What follows belongs to an exercise in optimizing a design on an open flow for small area; a production flow would make more cautious choices. Function was checked by simulation only, so behaviour that the tests miss may differ from the original.

==> garnet: inputs <==
==> flow/design.v <==
`default_nettype none
module branch_predictor_bht #(
    parameter int ENTRIES = 64,
    parameter int TAG_W   = 8,
    parameter int CTR_W   = 2
) (
    input  logic        Clk,
    input  logic        Reset,
    input  logic [31:0] FetchPC,
    output logic        PredHit,
    output logic        PredTaken,
    output logic [31:0] PredTarget,
    input  logic        UpdateValid,
    input  logic [31:0] UpdatePC,
    input  logic        UpdateTaken,
    input  logic [31:0] UpdateTarget,
    input  logic        UpdatePredTaken
);
    localparam int IDX_W = $clog2(ENTRIES);
    localparam int DAT_W = 32 + TAG_W + CTR_W;    
    localparam logic [CTR_W-1:0] c_ctrMax   = {CTR_W{1'b1}};
    localparam logic [CTR_W-1:0] c_ctrZero  = {CTR_W{1'b0}};
    localparam logic [CTR_W-1:0] c_ctrWeakT = CTR_W'(1 << (CTR_W - 1));
    localparam logic [CTR_W-1:0] c_ctrOne   = CTR_W'(1);
    logic               r_phase;
    logic               r_valid [ENTRIES];
    logic [DAT_W-1:0]   r_dat   [ENTRIES];    
    logic [ENTRIES-1:0] w_fSel, w_uSel;
    logic [IDX_W-1:0]   w_fetchIdx, w_updIdx;
    logic [TAG_W-1:0]   w_fetchTag, w_updTag;
    logic               w_fValid, w_uValid;
    logic [DAT_W-2:0]   w_fRaw;       
    logic [TAG_W+CTR_W-1:0] w_uRaw;
    logic [DAT_W-2:0]   w_fDat;
    logic [TAG_W-1:0]   w_uTag;
    logic [CTR_W-1:0]   w_ctrCur, w_ctrNext, w_ctrNew;
    logic               w_fetchHit, w_updHit;
    logic               w_wrAll;
    logic [31:0]        w_wrTarget;
    logic [TAG_W-1:0]   w_wrTag;
    logic [CTR_W-1:0]   w_wrCtr;
    logic               w_unused;
    assign w_fetchIdx = FetchPC[IDX_W+1:2];
    assign w_fetchTag = FetchPC[IDX_W+TAG_W+1:IDX_W+2];
    assign w_updIdx   = UpdatePC[IDX_W+1:2];
    assign w_updTag   = UpdatePC[IDX_W+TAG_W+1:IDX_W+2];
    always_comb begin
        for (int i = 0; i < ENTRIES; i++) begin
            w_fSel[i] = (w_fetchIdx == IDX_W'(i));
            w_uSel[i] = (w_updIdx == IDX_W'(i));
        end
    end
    logic [ENTRIES*DAT_W-1:0]           w_fCol;
    logic [ENTRIES*(TAG_W+CTR_W+1)-1:0] w_uCol;
    always_comb begin
        for (int i = 0; i < ENTRIES; i++) begin
            w_fCol[i*DAT_W +: DAT_W]                   = {r_valid[i], r_dat[i][DAT_W-1], r_dat[i][DAT_W-CTR_W-1:0]};
            w_uCol[i*(TAG_W+CTR_W+1) +: TAG_W+CTR_W+1] = {r_valid[i], r_dat[i][DAT_W-1:32]};
        end
    end
    bp_bht_rdmux #(.N(ENTRIES), .W(DAT_W)) u_fRd (
        .Sel (w_fSel),
        .D   (w_fCol),
        .Y   ({w_fValid, w_fRaw})
    );
    bp_bht_rdmux #(.N(ENTRIES), .W(TAG_W + CTR_W + 1)) u_uRd (
        .Sel (w_uSel),
        .D   (w_uCol),
        .Y   ({w_uValid, w_uRaw})
    );
    assign w_fDat     = w_fRaw ^ {(DAT_W-1){r_phase}};
    assign w_fetchHit = w_fValid && (w_fDat[DAT_W-CTR_W-1:32] == w_fetchTag);
    assign PredHit    = !Reset && w_fetchHit;
    assign PredTaken  = !Reset && w_fetchHit && w_fDat[DAT_W-2];
    assign PredTarget = (!Reset && w_fetchHit) ? w_fDat[31:0] : 32'h0;
    assign w_uTag   = w_uRaw[TAG_W-1:0] ^ {TAG_W{r_phase}};
    assign w_ctrCur = w_uRaw[TAG_W+CTR_W-1:TAG_W] ^ {CTR_W{r_phase}};
    assign w_updHit = w_uValid && (w_uTag == w_updTag);
    always_comb begin
        w_ctrNext = w_ctrCur;
        if (UpdateTaken) begin
            if (w_ctrCur != c_ctrMax) w_ctrNext = w_ctrCur + c_ctrOne;
        end else begin
            if (w_ctrCur != c_ctrZero) w_ctrNext = w_ctrCur - c_ctrOne;
        end
    end
    assign w_ctrNew = w_updHit ? w_ctrNext : c_ctrWeakT;
    assign w_wrAll    = UpdateValid && UpdateTaken;
    assign w_wrTarget = UpdateTarget ^ {32{~r_phase}};
    assign w_wrTag    = w_updTag     ^ {TAG_W{~r_phase}};
    assign w_wrCtr    = w_ctrNew     ^ {CTR_W{~r_phase}};
    always_ff @(posedge Clk or posedge Reset) begin
        if (Reset) r_phase <= 1'b0;
        else       r_phase <= ~r_phase;
    end
    always_ff @(posedge Clk or posedge Reset) begin
        if (Reset) begin
            for (int i = 0; i < ENTRIES; i++) r_valid[i] <= 1'b0;
        end else begin
            for (int i = 0; i < ENTRIES; i++)
                if (w_wrAll && w_uSel[i]) r_valid[i] <= 1'b1;
        end
    end
    logic [ENTRIES-1:0] w_weAll, w_weAllN, w_weCtr, w_weCtrN;
    logic [DAT_W-1:0]   w_wrDatN;
    always_comb begin
        for (int i = 0; i < ENTRIES; i++) begin
            w_weAll[i]  = w_wrAll && w_uSel[i];
            w_weAllN[i] = !w_weAll[i];
            w_weCtr[i]  = UpdateValid && w_uSel[i] && (w_updHit || UpdateTaken);
            w_weCtrN[i] = !w_weCtr[i];
        end
    end
    assign w_wrDatN = ~{w_wrCtr, w_wrTag, w_wrTarget};
    for (genvar i = 0; i < ENTRIES; i++) begin : g_row
        bp_bht_row #(.W_ALL(32 + TAG_W), .W_CTR(CTR_W)) u_row (
            .Clk    (Clk),
            .WeAll  (w_weAll[i]),
            .WeAllN (w_weAllN[i]),
            .WeCtr  (w_weCtr[i]),
            .WeCtrN (w_weCtrN[i]),
            .DN     (w_wrDatN),
            .Q      (r_dat[i])
        );
    end
    assign w_unused = ^{FetchPC, UpdatePC, UpdatePredTaken};
endmodule
`default_nettype wire
`default_nettype none
module bp_bht_row #(
    parameter int W_ALL = 40,
    parameter int W_CTR = 2
) (
    input  logic                   Clk,
    input  logic                   WeAll,
    input  logic                   WeAllN,
    input  logic                   WeCtr,
    input  logic                   WeCtrN,
    input  logic [W_CTR+W_ALL-1:0] DN,
    output logic [W_CTR+W_ALL-1:0] Q
);
    always_ff @(posedge Clk) begin
        Q[W_ALL-1:0]           <= ~((Q[W_ALL-1:0] | {W_ALL{WeAll}}) &
                                    ({W_ALL{WeAllN}} | DN[W_ALL-1:0]));
        Q[W_CTR+W_ALL-1:W_ALL] <= ~((Q[W_CTR+W_ALL-1:W_ALL] | {W_CTR{WeCtr}}) &
                                    ({W_CTR{WeCtrN}} | DN[W_CTR+W_ALL-1:W_ALL]));
    end
endmodule
`default_nettype wire
`default_nettype none
module bp_bht_rdmux #(
    parameter int N = 64,
    parameter int W = 43
) (
    input  logic [N-1:0]   Sel,
    input  logic [N*W-1:0] D,
    output logic [W-1:0]   Y
);
    localparam int G = (N + 2) / 3;
    logic [W-1:0] w_grpN [G];
    for (genvar g = 0; g < G; g++) begin : g_grp
        if (3 * g + 2 < N) begin : g_three
            bp_bht_aoi3 #(.W(W)) u_aoi (
                .S  (Sel[3*g +: 3]),
                .D0 (D[(3*g)*W +: W]),
                .D1 (D[(3*g+1)*W +: W]),
                .D2 (D[(3*g+2)*W +: W]),
                .YN (w_grpN[g])
            );
        end else if (3 * g + 1 < N) begin : g_two
            assign w_grpN[g] = ~(({W{Sel[3*g]}} & D[(3*g)*W +: W]) |
                                 ({W{Sel[3*g+1]}} & D[(3*g+1)*W +: W]));
        end else begin : g_one
            assign w_grpN[g] = ~({W{Sel[3*g]}} & D[(3*g)*W +: W]);
        end
    end
    always_comb begin
        Y = '0;
        for (int g = 0; g < G; g++) Y = Y | ~w_grpN[g];
    end
endmodule
module bp_bht_aoi3 #(
    parameter int W = 43
) (
    input  logic [2:0]   S,
    input  logic [W-1:0] D0,
    input  logic [W-1:0] D1,
    input  logic [W-1:0] D2,
    output logic [W-1:0] YN
);
    assign YN = ~(({W{S[0]}} & D0) | ({W{S[1]}} & D1) | ({W{S[2]}} & D2));
endmodule
`default_nettype wire
==> flow/run.sh <==
#!/bin/bash
# synth_recipe.tcl (not shown) runs the flow's synth.tcl, then flattens the netlist and writes it again
# the make line also repeats each setting of config.mk as NAME=value (left out here)
make -C /OpenROAD-flow-scripts/flow DESIGN_CONFIG=/design/flow/config.mk WORK_HOME=/design/flow/orfs CLKGATE_MAP_FILE= SYNTH_SCRIPT=/design/flow/synth_recipe.tcl finish
==> flow/config.mk <==
export PLATFORM = sky130hd
export DESIGN_NAME = branch_predictor_bht
export DESIGN_NICKNAME = branch_predictor_bht
export VERILOG_FILES = /design/flow/design.v
export SDC_FILE = /design/flow/constraint.sdc
export NUM_CORES = 4
export LEC_CHECK = 0
export CAP_MARGIN = 20
export CORE_MARGIN = 2
export CORE_UTILIZATION = 60
export CTS_CLUSTER_DIAMETER = 100
export CTS_CLUSTER_SIZE = 28
export SLEW_MARGIN = 20
export SYNTH_HIERARCHICAL = 1
export SYNTH_MINIMUM_KEEP_SIZE = 0
==> flow/constraint.sdc <==
create_clock -name core_clock -period 9.0 [get_ports {Clk}]
set_input_delay 1.8000 -clock core_clock [delete_from_list [all_inputs] [get_ports {Clk}]]
set_output_delay 1.8000 -clock core_clock [all_outputs]
set_load 0.01 [all_outputs]
==> inputs of yarrow, as changes to garnet <==
- CORE_UTILIZATION: 60 -> 30
- CTS_CLUSTER_DIAMETER: 100 -> unset
- CTS_CLUSTER_SIZE: 28 -> unset
==> inputs of delta, as changes to garnet <==
--- a/flow/design.v
+++ b/flow/design.v
@@ -70,5 +70,6 @@
     );
     assign w_fDat     = w_fRaw ^ {(DAT_W-1){r_phase}};
-    assign w_fetchHit = w_fValid && (w_fDat[DAT_W-CTR_W-1:32] == w_fetchTag);
+    assign w_fetchHit = w_fValid &&
+                        (w_fRaw[DAT_W-CTR_W-1:32] == (w_fetchTag ^ {TAG_W{r_phase}}));
     assign PredHit    = !Reset && w_fetchHit;
     assign PredTaken  = !Reset && w_fetchHit && w_fDat[DAT_W-2];
==> flow/flow/run.sh (new file) <==
#!/bin/bash
set -euo pipefail
export BUFFER_PORTS_ARGS="-buffer_cell sky130_fd_sc_hd__buf_1"
export CTS_ARGS="-sink_clustering_enable -repair_clock_nets -sink_clustering_size 16 -sink_clustering_max_diameter 60 -dont_use_dummy_load -buf_list sky130_fd_sc_hd__clkbuf_8"
bash standard.sh finish > standard.log 2>&1
==> flow/standard.sh (new file) <==
#!/bin/bash
# synth_recipe.tcl (not shown) runs the flow's synth.tcl, then flattens the netlist and writes it again
# the make line also repeats each setting of config.mk as NAME=value (left out here)
make -C /OpenROAD-flow-scripts/flow DESIGN_CONFIG=/design/flow/config.mk WORK_HOME=/design/flow/orfs CLKGATE_MAP_FILE= SYNTH_SCRIPT=/design/flow/synth_recipe.tcl "${@:-finish}"
- CORE_UTILIZATION: 60 -> 45
- CTS_CLUSTER_DIAMETER: 100 -> 60
- CTS_CLUSTER_SIZE: 28 -> 16
- SETUP_SLACK_MARGIN: unset -> 0.9
removed: flow/run.sh
==> results_dict.tcl <==
set metrics [dict create \
    nets 8550 \
    syn_nets 8796 \
    n_antenna_cell 13 \
    relSlewSlack_pct 18.6 \
    critical_path.startpoint "FetchPC[7]" \
    dr.pass1.iters 13 \
    met3_length_mm 56.4 \
    multi_input_area_share_pct 35.4 \
    post_drt_via_cell_ratio 7.72 \
    dp.final_hpwl_mm 255 \
    powerSeq_mw 14.4 \
    path_buf_inv 3 \
    status "finished clean" \
    layout_setup_ws_ps 897 \
    clk_pin_slew_ps 40 \
]
# the run above: delta

==> results_dict.tcl <==
set metrics [dict create \
    nets 8668 \
    post_drt_via_cell_ratio 6.75 \
    layout_setup_ws_ps 180 \
    powerSeq_mw 14.5 \
    dr.pass1.iters 17 \
    path_buf_inv 6 \
    multi_input_area_share_pct 32.3 \
    syn_nets 8795 \
    met3_length_mm 60.0 \
    relSlewSlack_pct 21.0 \
    n_antenna_cell 17 \
    status "finished clean" \
    clk_pin_slew_ps 60 \
    critical_path.startpoint "FetchPC[5]" \
]
# the run above: yarrow

==> results_dict.tcl <==
set metrics [dict create \
    relSlewSlack_pct 8.54 \
    post_drt_via_cell_ratio 8.20 \
    path_buf_inv 7 \
    cts.repair.resized 1 \
    n_antenna_cell 11 \
    layout_setup_ws_ps -41.1 \
    multi_input_area_share_pct 35.2 \
    so_faults "setup timing" \
    dp.final_hpwl_mm 252 \
    finalSetupViolCount 19 \
    status "complete, but fails checks" \
    met3_length_mm 59.3 \
    clk_pin_slew_ps 100 \
    dr.pass1.iters 14 \
    critical_path.startpoint "FetchPC[5]" \
    grt_use_met2_pct 64.3 \
    syn_nets 8795 \
]
# the run above: garnet

-- afterwards: timing with drivers on the ports --
The flow's constraints put no driver on any port. The routed layouts listed below were extracted and timed again, unchanged, in two steps.
Step 1 (the two cells are an assumption about what drives the block):
set clk [get_ports {Clk}]
set_driving_cell -lib_cell sky130_fd_sc_hd__clkbuf_16 $clk
set_driving_cell -lib_cell sky130_fd_sc_hd__buf_2 [delete_from_list [all_inputs] $clk]
Step 2 also shifts input and output timing later by t, the mid clock arrival at the registers, as if the neighbouring blocks saw the same clock.
a / b / c = ideal / step 1 / step 2; a / b = the first two.
run	shift t [ns]	setup slack, ns	worst setup path at the end	worst data-port slew with drivers (ns)	pins driven straight from the clock port
garnet	0.899	-0.041 / -0.064 / -0.064	input to output	0.24	1
yarrow	0.943	0.180 / -0.026 / -0.026	input to output	0.28	1
delta	1.124	0.897 / 0.792 / 0.308	input to register	0.31	1
Met with ideal ports but missed after step 2: setup timing in yarrow. For delta, which loses most, drivers alone change the setup slack by -0.105 ns; drivers and shift together by -0.589 ns.
